This design comes from an exercise in tuning for small area, a short achievable clock period and few clock cycles per item on the open sky130 flow, not from production work. The RTL was checked by simulation tests, not by an equivalence proof against the original design. The clock port is modelled as an ideal driver; clocking choices that lean on that would not hold on a real chip.

==> run H: inputs <==
Design aes128_encr_round_ctrl, start of the top module:
module aes128_encr_round_ctrl
#(
  parameter int NUM_ROUNDS = 10,
  parameter int RCNT_W     = 4
) (
  input  logic              clk,
  input  logic              rst,
  input  logic              in_valid,
  output logic              in_ready,
  input  logic [127:0]      plaintext,
  input  logic [127:0]      key,
  output logic              out_valid,
  input  logic              out_ready,
  output logic [127:0]      ciphertext
);
  if (NUM_ROUNDS != 10) begin : g_bad_rounds
    $error("aes128_encr_round_ctrl: NUM_ROUNDS must be 10 for AES-128");
  end
  if ((1 << RCNT_W) <= NUM_ROUNDS) begin : g_bad_rcnt_w
    $error("aes128_encr_round_ctrl: RCNT_W too narrow for NUM_ROUNDS");
  end
  localparam logic [7:0] RC_LAST = 8'h36;   
  logic [127:0]      st_reg, k_reg, m_reg, km_reg, out_reg;
  logic [127:0]      rk_m, m_next;
  logic [31:0]       t_reg, t_next;
  logic [7:0]        s_rc, m_rc;
  logic              s_vld, m_vld, m_last, m_cont, ov_q, ir_q;
  logic              nov_q, nir_q;   
  logic              stall, fin, acc;
  logic [7:0]        s_rc_d, m_rc_d;
  logic [127:0]      k_d;
  logic              s_vld_d, m_vld_d, m_last_d, m_cont_d, ov_d, stall_d, ir_d;
  assign t_next = aes_encr_pkg::sub_rot_word(k_reg[31:0]);
  assign m_next = aes_encr_pkg::shift_rows(aes_encr_pkg::sub_bytes(st_reg));
  aes128_key_expand_step u_key_expand (
    .rk      (km_reg),
  ...
==> module aes128_encr_round_ctrl, before the edit <==
module aes128_encr_round_ctrl
#(
  parameter int NUM_ROUNDS = 10,
  parameter int RCNT_W     = 4
) (
  input  logic              clk,
  input  logic              rst,
  input  logic              in_valid,
  output logic              in_ready,
  input  logic [127:0]      plaintext,
  input  logic [127:0]      key,
  output logic              out_valid,
  input  logic              out_ready,
  output logic [127:0]      ciphertext
);
  if (NUM_ROUNDS != 10) begin : g_bad_rounds
    $error("aes128_encr_round_ctrl: NUM_ROUNDS must be 10 for AES-128");
  end
  if ((1 << RCNT_W) <= NUM_ROUNDS) begin : g_bad_rcnt_w
    $error("aes128_encr_round_ctrl: RCNT_W too narrow for NUM_ROUNDS");
  end
  localparam logic [7:0] RC_LAST = 8'h36;   
  logic [127:0]      st_reg, k_reg, m_reg, km_reg, out_reg;
  logic [127:0]      rk_m, m_next;
  logic [31:0]       t_reg, t_next;
  logic [7:0]        s_rc, m_rc;
  logic              s_vld, m_vld, m_last, m_cont, ov_q, ir_q;
  logic              nov_q, nir_q;   
  logic              stall, fin, acc;
  logic [7:0]        s_rc_d, m_rc_d;
  logic [127:0]      k_d;
  logic              s_vld_d, m_vld_d, m_last_d, m_cont_d, ov_d, stall_d, ir_d;
  assign t_next = aes_encr_pkg::sub_rot_word(k_reg[31:0]);
  assign m_next = aes_encr_pkg::shift_rows(aes_encr_pkg::sub_bytes(st_reg));
  aes128_key_expand_step u_key_expand (
    .rk      (km_reg),
    .temp    (t_reg ^ {m_rc, 24'h000000}),
    .rk_next (rk_m)
  );
  assign stall = m_vld & m_last & ~nov_q;
  assign fin   = m_vld & m_last & nov_q;
  assign acc   = in_valid & ~nir_q;
  assign k_d = m_cont ? rk_m : key;
  always_comb begin
    if (stall) begin
      m_vld_d  = m_vld;
      m_rc_d   = m_rc;
      m_last_d = m_last;
      m_cont_d = m_cont;
      s_vld_d  = s_vld;
      s_rc_d   = s_rc;
    end else begin
      m_vld_d  = s_vld;
      m_rc_d   = s_rc;
      m_last_d = (s_rc == RC_LAST);
      m_cont_d = s_vld & (s_rc != RC_LAST);
      if (m_cont) begin
        s_vld_d = 1'b1;
        s_rc_d  = aes_encr_pkg::xtime(m_rc);
      end else begin
        s_vld_d = acc;
        s_rc_d  = 8'h01;
      end
    end
    ov_d    = fin | (~nov_q & ~out_ready);
    stall_d = m_vld_d & m_last_d & ov_d;
    ir_d    = ~m_cont_d & ~stall_d & ~(s_vld_d & (s_rc_d == 8'h01));
  end
  always_ff @(posedge clk) begin
    if (rst) begin
      s_vld  <= 1'b0;
      m_vld  <= 1'b0;
      m_last <= 1'b0;
      m_cont <= 1'b0;
      ov_q   <= 1'b0;
      nov_q  <= 1'b1;
      ir_q   <= 1'b1;
      nir_q  <= 1'b0;
    end else begin
      s_vld  <= s_vld_d;
      m_vld  <= m_vld_d;
      m_last <= m_last_d;
      m_cont <= m_cont_d;
      ov_q   <= ov_d;
      nov_q  <= ~ov_d;
      ir_q   <= ir_d;
      nir_q  <= ~ir_d;
    end
  end
  always_ff @(posedge clk) begin
    s_rc <= s_rc_d;
    m_rc <= m_rc_d;
  end
  always_ff @(posedge clk) begin
    if (!stall) begin
      m_reg  <= m_next;
      km_reg <= k_reg;
      t_reg  <= t_next;
      k_reg  <= k_d;
      st_reg <= (m_cont ? aes_encr_pkg::mix_columns(m_reg) : plaintext) ^ k_d;
    end
    if (fin) out_reg <= m_reg ^ rk_m;
  end
  assign in_ready   = ir_q;
  assign out_valid  = ov_q;
  assign ciphertext = out_reg;
endmodule
clock: 20.0 ns
lec_check: 0
cap_margin: 20
core_margin: 2
core_utilization: 30
slew_margin: 20
standard.sh (not shown) runs the stock make flow with config.mk's settings and CLKGATE_MAP_FILE= SYNTH_SCRIPT=/design/flow/synth_recipe.tcl, a recipe that flattens the netlist after the stock synthesis.
==> flow/flow/run.sh <==
#!/bin/bash
# Standard ORFS layout, except:
#  - synthesis maps the logic with an area-oriented ABC script (flow/abc.script)
#    instead of ORFS's abc_speed.script; registers are mapped before ABC runs, so
#    they are the standard synthesis's;
#  - ports are buffered with buf_1 instead of the resizer's default choice
#    (clkdlybuf4s50_1, a delay cell);
#  - timing repair aims at the extra setup margin in flow/setup_margin.txt;
#  - after global placement, the flip-flops that drive output ports are moved next
#    to their port buffers (flow/place_io_flops.tcl);
#  - after CTS, the registers that capture the S-box stage (m_reg, t_reg) get their
#    clock through one more buffer per leaf net (flow/skew_stage1.tcl): useful skew
#    between internal registers only.
set -euo pipefail
W=$PWD
export FLOW_ABC_SCRIPT=$W/flow/abc.script
sed 's|log_cmd abc {\*}$abc_args|log_cmd abc -script $::env(FLOW_ABC_SCRIPT) {*}[lrange $abc_args 2 end]|' \
  "$FLOW_HOME/scripts/synth.tcl" > "$W/synth_core.tcl"
grep -q FLOW_ABC_SCRIPT "$W/synth_core.tcl"
sed "s|source \$::env(SCRIPTS_DIR)/synth.tcl|source $W/synth_core.tcl|" synth_recipe.tcl > "$W/synth_abc.tcl"
grep -q synth_core.tcl "$W/synth_abc.tcl"
bash standard.sh synth SYNTH_SCRIPT="$W/synth_abc.tcl" > "$W/synth.log" 2>&1
EXTRA=(BUFFER_PORTS_ARGS="-buffer_cell sky130_fd_sc_hd__buf_1" CTS_CLUSTER_SIZE=25 CTS_CLUSTER_DIAMETER=100 CORE_UTILIZATION=50 PLACE_DENSITY=0.7 POST_GLOBAL_PLACE_TCL="$W/flow/place_io_flops.tcl" POST_CTS_TCL="$W/flow/skew_stage1.tcl")
if [[ -s flow/setup_margin.txt ]]; then
  EXTRA+=(SETUP_SLACK_MARGIN="$(cat flow/setup_margin.txt)")
fi
bash standard.sh finish "${EXTRA[@]}" > "$W/layout.log" 2>&1
==> flow/flow/place_io_flops.tcl <==
# After global placement: move each flip-flop that drives an output port (through
# the port's buffer) onto that buffer, so that the register sits next to its pin.
# Detailed placement then legalizes it.
set block [ord::get_db_block]
set moved 0
foreach bterm [$block getBTerms] {
  if {[$bterm getIoType] ne "OUTPUT"} { continue }
  set net [$bterm getNet]
  if {$net eq "NULL"} { continue }
  set buf ""
  foreach it [$net getITerms] {
    if {[$it isOutputSignal]} { set buf [$it getInst] }
  }
  if {$buf eq ""} { continue }
  set ff ""
  foreach it [$buf getITerms] {
    if {![$it isInputSignal]} { continue }
    set in_net [$it getNet]
    if {$in_net eq "NULL"} { continue }
    foreach it2 [$in_net getITerms] {
      if {[$it2 isOutputSignal]} { set ff [$it2 getInst] }
    }
  }
  if {$ff eq ""} { continue }
  if {![[$ff getMaster] isSequential]} { continue }
  set loc [$buf getLocation]
  $ff setLocation [lindex $loc 0] [lindex $loc 1]
  incr moved
}
puts "place_io_flops: moved $moved output flip-flops next to their port buffers"
==> flow/flow/setup_margin.txt <==
14.75
==> flow/flow/skew_stage1.tcl <==
# Useful skew for the stage-1 paths (S -> M): after CTS, the stage-1 result registers
# (m_reg, t_reg) on each leaf clock net are moved behind one extra clock buffer, so
# their clock arrives a buffer delay later than that of the other registers on the net.
# The stage-2 paths they launch have slack to spare. Registers at ports are not touched.
set block [ord::get_db_block]
set small [[ord::get_db] findMaster sky130_fd_sc_hd__clkbuf_4]
set big [[ord::get_db] findMaster sky130_fd_sc_hd__clkbuf_8]
set nbuf 0
array set groups {}
foreach inst [$block getInsts] {
  if {![regexp {^(m_reg|t_reg)\\?\[} [$inst getName]]} { continue }
  set it [$inst findITerm CLK]
  lappend groups([[$it getNet] getName]) $it
}
foreach netname [array names groups] {
  set net [$block findNet $netname]
  set ms $groups($netname)
  if {[llength $ms] == 0} { continue }
  set sx 0; set sy 0
  foreach it $ms { set l [[$it getInst] getLocation]; set sx [expr {$sx + [lindex $l 0]}]; set sy [expr {$sy + [lindex $l 1]}] }
  set n [llength $ms]
  set master [expr {$n > 8 ? $big : $small}]
  set buf [odb::dbInst_create $block $master "mskew_buf_$nbuf"]
  $buf setLocation [expr {int($sx / $n)}] [expr {int($sy / $n)}]
  $buf setPlacementStatus PLACED
  set newnet [odb::dbNet_create $block "mskew_clk_$nbuf"]
  $newnet setSigType CLOCK
  [$buf findITerm A] connect $net
  [$buf findITerm X] connect $newnet
  foreach it $ms { $it disconnect; $it connect $newnet }
  incr nbuf
}
puts "mskew: inserted $nbuf clock buffers for stage-1 result registers"
detailed_placement
Other scripts of this flow, unchanged in this note and not shown: flow/flow/abc.script
==> inputs of run G, as changes to run H <==
--- a/flow/design.v
+++ b/flow/design.v
@@ -168,20 +168,17 @@
   endfunction
   function automatic logic [127:0] mix_columns(input logic [127:0] s);
     logic [127:0] o;
-    logic [7:0] a0, a1, a2, a3, d0, d1, d2, d3;
+    logic [7:0] a0, a1, a2, a3, t;
     for (int c = 0; c < 4; c++) begin
       a0 = s[127-32*c -: 8];
       a1 = s[119-32*c -: 8];
       a2 = s[111-32*c -: 8];
       a3 = s[103-32*c -: 8];
-      d0 = a0 ^ a1;
-      d1 = a1 ^ a2;
-      d2 = a2 ^ a3;
-      d3 = a3 ^ a0;
-      o[127-32*c -: 8] = xtime(d0) ^ a1 ^ d2;
-      o[119-32*c -: 8] = xtime(d1) ^ a2 ^ d3;
-      o[111-32*c -: 8] = xtime(d2) ^ a3 ^ d0;
-      o[103-32*c -: 8] = xtime(d3) ^ a0 ^ d1;
+      t  = a0 ^ a1 ^ a2 ^ a3;
+      o[127-32*c -: 8] = a0 ^ t ^ xtime(a0 ^ a1);
+      o[119-32*c -: 8] = a1 ^ t ^ xtime(a1 ^ a2);
+      o[111-32*c -: 8] = a2 ^ t ^ xtime(a2 ^ a3);
+      o[103-32*c -: 8] = a3 ^ t ^ xtime(a3 ^ a0);
     end
     mix_columns = o;
   endfunction
@@ -238,11 +235,12 @@
   logic [7:0]        s_rc_d, m_rc_d;
   logic [127:0]      k_d;
   logic              s_vld_d, m_vld_d, m_last_d, m_cont_d, ov_d, stall_d, ir_d;
-  assign t_next = aes_encr_pkg::sub_rot_word(k_reg[31:0]);
+  assign t_next = aes_encr_pkg::sub_rot_word(k_reg[31:0]) ^
+                  {s_rc, 24'h000000};
   assign m_next = aes_encr_pkg::shift_rows(aes_encr_pkg::sub_bytes(st_reg));
   aes128_key_expand_step u_key_expand (
     .rk      (km_reg),
-    .temp    (t_reg ^ {m_rc, 24'h000000}),
+    .temp    (t_reg),
     .rk_next (rk_m)
   );
   assign stall = m_vld & m_last & ~nov_q;
==> flow/flow/run.sh (replaced) <==
#!/bin/bash
# Standard ORFS layout, except:
#  - synthesis maps the logic with an area-oriented ABC script (flow/abc.script)
#    instead of ORFS's abc_speed.script; registers are mapped before ABC runs, so
#    they are the standard synthesis's;
#  - ports are buffered with buf_2 instead of the resizer's default choice
#    (clkdlybuf4s50_1, a delay cell);
#  - timing repair aims at the extra setup margin in flow/setup_margin.txt.
set -euo pipefail
W=$PWD
export FLOW_ABC_SCRIPT=$W/flow/abc.script
sed 's|log_cmd abc {\*}$abc_args|log_cmd abc -script $::env(FLOW_ABC_SCRIPT) {*}[lrange $abc_args 2 end]|' \
  "$FLOW_HOME/scripts/synth.tcl" > "$W/synth_core.tcl"
grep -q FLOW_ABC_SCRIPT "$W/synth_core.tcl"
sed "s|source \$::env(SCRIPTS_DIR)/synth.tcl|source $W/synth_core.tcl|" synth_recipe.tcl > "$W/synth_abc.tcl"
grep -q synth_core.tcl "$W/synth_abc.tcl"
bash standard.sh synth SYNTH_SCRIPT="$W/synth_abc.tcl" > "$W/synth.log" 2>&1
EXTRA=(BUFFER_PORTS_ARGS="-buffer_cell sky130_fd_sc_hd__buf_2")
if [[ -s flow/setup_margin.txt ]]; then
  EXTRA+=(SETUP_SLACK_MARGIN="$(cat flow/setup_margin.txt)")
fi
bash standard.sh finish "${EXTRA[@]}" > "$W/layout.log" 2>&1
removed: flow/flow/place_io_flops.tcl
removed: flow/flow/setup_margin.txt
removed: flow/flow/skew_stage1.tcl
==> inputs of run X, as changes to run H <==
--- a/flow/design.v
+++ b/flow/design.v
@@ -168,20 +168,17 @@
   endfunction
   function automatic logic [127:0] mix_columns(input logic [127:0] s);
     logic [127:0] o;
-    logic [7:0] a0, a1, a2, a3, d0, d1, d2, d3;
+    logic [7:0] a0, a1, a2, a3, t;
     for (int c = 0; c < 4; c++) begin
       a0 = s[127-32*c -: 8];
       a1 = s[119-32*c -: 8];
       a2 = s[111-32*c -: 8];
       a3 = s[103-32*c -: 8];
-      d0 = a0 ^ a1;
-      d1 = a1 ^ a2;
-      d2 = a2 ^ a3;
-      d3 = a3 ^ a0;
-      o[127-32*c -: 8] = xtime(d0) ^ a1 ^ d2;
-      o[119-32*c -: 8] = xtime(d1) ^ a2 ^ d3;
-      o[111-32*c -: 8] = xtime(d2) ^ a3 ^ d0;
-      o[103-32*c -: 8] = xtime(d3) ^ a0 ^ d1;
+      t  = a0 ^ a1 ^ a2 ^ a3;
+      o[127-32*c -: 8] = a0 ^ t ^ xtime(a0 ^ a1);
+      o[119-32*c -: 8] = a1 ^ t ^ xtime(a1 ^ a2);
+      o[111-32*c -: 8] = a2 ^ t ^ xtime(a2 ^ a3);
+      o[103-32*c -: 8] = a3 ^ t ^ xtime(a3 ^ a0);
     end
     mix_columns = o;
   endfunction
@@ -238,11 +235,12 @@
   logic [7:0]        s_rc_d, m_rc_d;
   logic [127:0]      k_d;
   logic              s_vld_d, m_vld_d, m_last_d, m_cont_d, ov_d, stall_d, ir_d;
-  assign t_next = aes_encr_pkg::sub_rot_word(k_reg[31:0]);
+  assign t_next = aes_encr_pkg::sub_rot_word(k_reg[31:0]) ^
+                  {s_rc, 24'h000000};
   assign m_next = aes_encr_pkg::shift_rows(aes_encr_pkg::sub_bytes(st_reg));
   aes128_key_expand_step u_key_expand (
     .rk      (km_reg),
-    .temp    (t_reg ^ {m_rc, 24'h000000}),
+    .temp    (t_reg),
     .rk_next (rk_m)
   );
   assign stall = m_vld & m_last & ~nov_q;
==> flow/flow/run.sh (replaced) <==
#!/bin/bash
# Standard ORFS layout, except:
#  - synthesis maps the logic with an area-oriented ABC script (flow/abc.script)
#    instead of ORFS's abc_speed.script; registers are mapped before ABC runs, so
#    they are the standard synthesis's;
#  - ports are buffered with buf_2 instead of the resizer's default choice
#    (clkdlybuf4s50_1, a delay cell);
#  - timing repair aims at the extra setup margin in flow/setup_margin.txt.
set -euo pipefail
W=$PWD
export FLOW_ABC_SCRIPT=$W/flow/abc.script
sed 's|log_cmd abc {\*}$abc_args|log_cmd abc -script $::env(FLOW_ABC_SCRIPT) {*}[lrange $abc_args 2 end]|' \
  "$FLOW_HOME/scripts/synth.tcl" > "$W/synth_core.tcl"
grep -q FLOW_ABC_SCRIPT "$W/synth_core.tcl"
sed "s|source \$::env(SCRIPTS_DIR)/synth.tcl|source $W/synth_core.tcl|" synth_recipe.tcl > "$W/synth_abc.tcl"
grep -q synth_core.tcl "$W/synth_abc.tcl"
bash standard.sh synth SYNTH_SCRIPT="$W/synth_abc.tcl" > "$W/synth.log" 2>&1
EXTRA=(BUFFER_PORTS_ARGS="-buffer_cell sky130_fd_sc_hd__buf_2" CTS_CLUSTER_SIZE=20 CTS_CLUSTER_DIAMETER=100 CORE_UTILIZATION=50 PLACE_DENSITY=0.7)
if [[ -s flow/setup_margin.txt ]]; then
  EXTRA+=(SETUP_SLACK_MARGIN="$(cat flow/setup_margin.txt)")
fi
bash standard.sh finish "${EXTRA[@]}" > "$W/layout.log" 2>&1
removed: flow/flow/place_io_flops.tcl
removed: flow/flow/setup_margin.txt
removed: flow/flow/skew_stage1.tcl
==> results.txt <==
metric	run H	run G	run X
Run status	timing/DRC/antenna clean	timing/DRC/antenna clean	timing/DRC/antenna clean
Worst setup path end	ciphertext[44]	ciphertext[10]	ciphertext[86]
Shortest clock period the worst path allows after layout	5200 ps	5440 ps	5270 ps
Summed area of non-filler cells in the final layout	54100 um^2	55900 um^2	53500 um^2
Fraction of area in registers	38.3%	37.1%	38.8%
Number of H-tree branching levels	-	3	2
Nets	5174	5204	5158
Hold EP	km_reg[86]	km_reg[69]	km_reg[94]
Sequential area share after synthesis	42.7%	42.8%	42.8%
Number of gates given a new drive strength after cts	-	0	0
Final worst setup slack	14800 ps	14560 ps	14730 ps
Area added between synthesis and finish	11.3%	15.3%	10.2%
Layout clock buffers	-	97	56
Placed cell areas	51900 um^2	53400 um^2	52200 um^2
Detail Placement HPWL	112 mm	131 mm	113 mm
Testbench counts of run H, summed over its fixed seeds: cycles 3,880, items 384.
Testbench counts of run G, summed over its fixed seeds: cycles 3,880, items 384.
Testbench counts of run X, summed over its fixed seeds: cycles 3,880, items 384.

[afterwards: timing with drivers on the ports]
Ports are ideal in the flow. The routed layouts listed here were re-timed in OpenROAD. Step 1 sets driving cells, clkbuf_16 on the clock port and buf_2 on the other inputs (assumed; they add their load-dependent delay and slew). Step 2 adds t to the input delays and takes it off the output delays; t is the mean of the earliest and latest rising clock arrival at the registers after step 1. Input paths then give back, and output paths get back, about the clock's delay inside the block. Three values: no drivers, after step 1, after step 2; two values: the first two.
run	t (ns)	setup WS [ns]	cell pins on the clock port's net
run H	0.749	14.804 / 14.730 / 14.675	1
run G	0.752	14.564 / 14.496 / 14.738	1
run X	0.679	14.730 / 14.664 / 14.722	1
After both steps every run listed still meets setup and hold. The setup slack of run H, which loses most, moves by -0.074 ns with the drivers and by -0.129 ns with both steps.
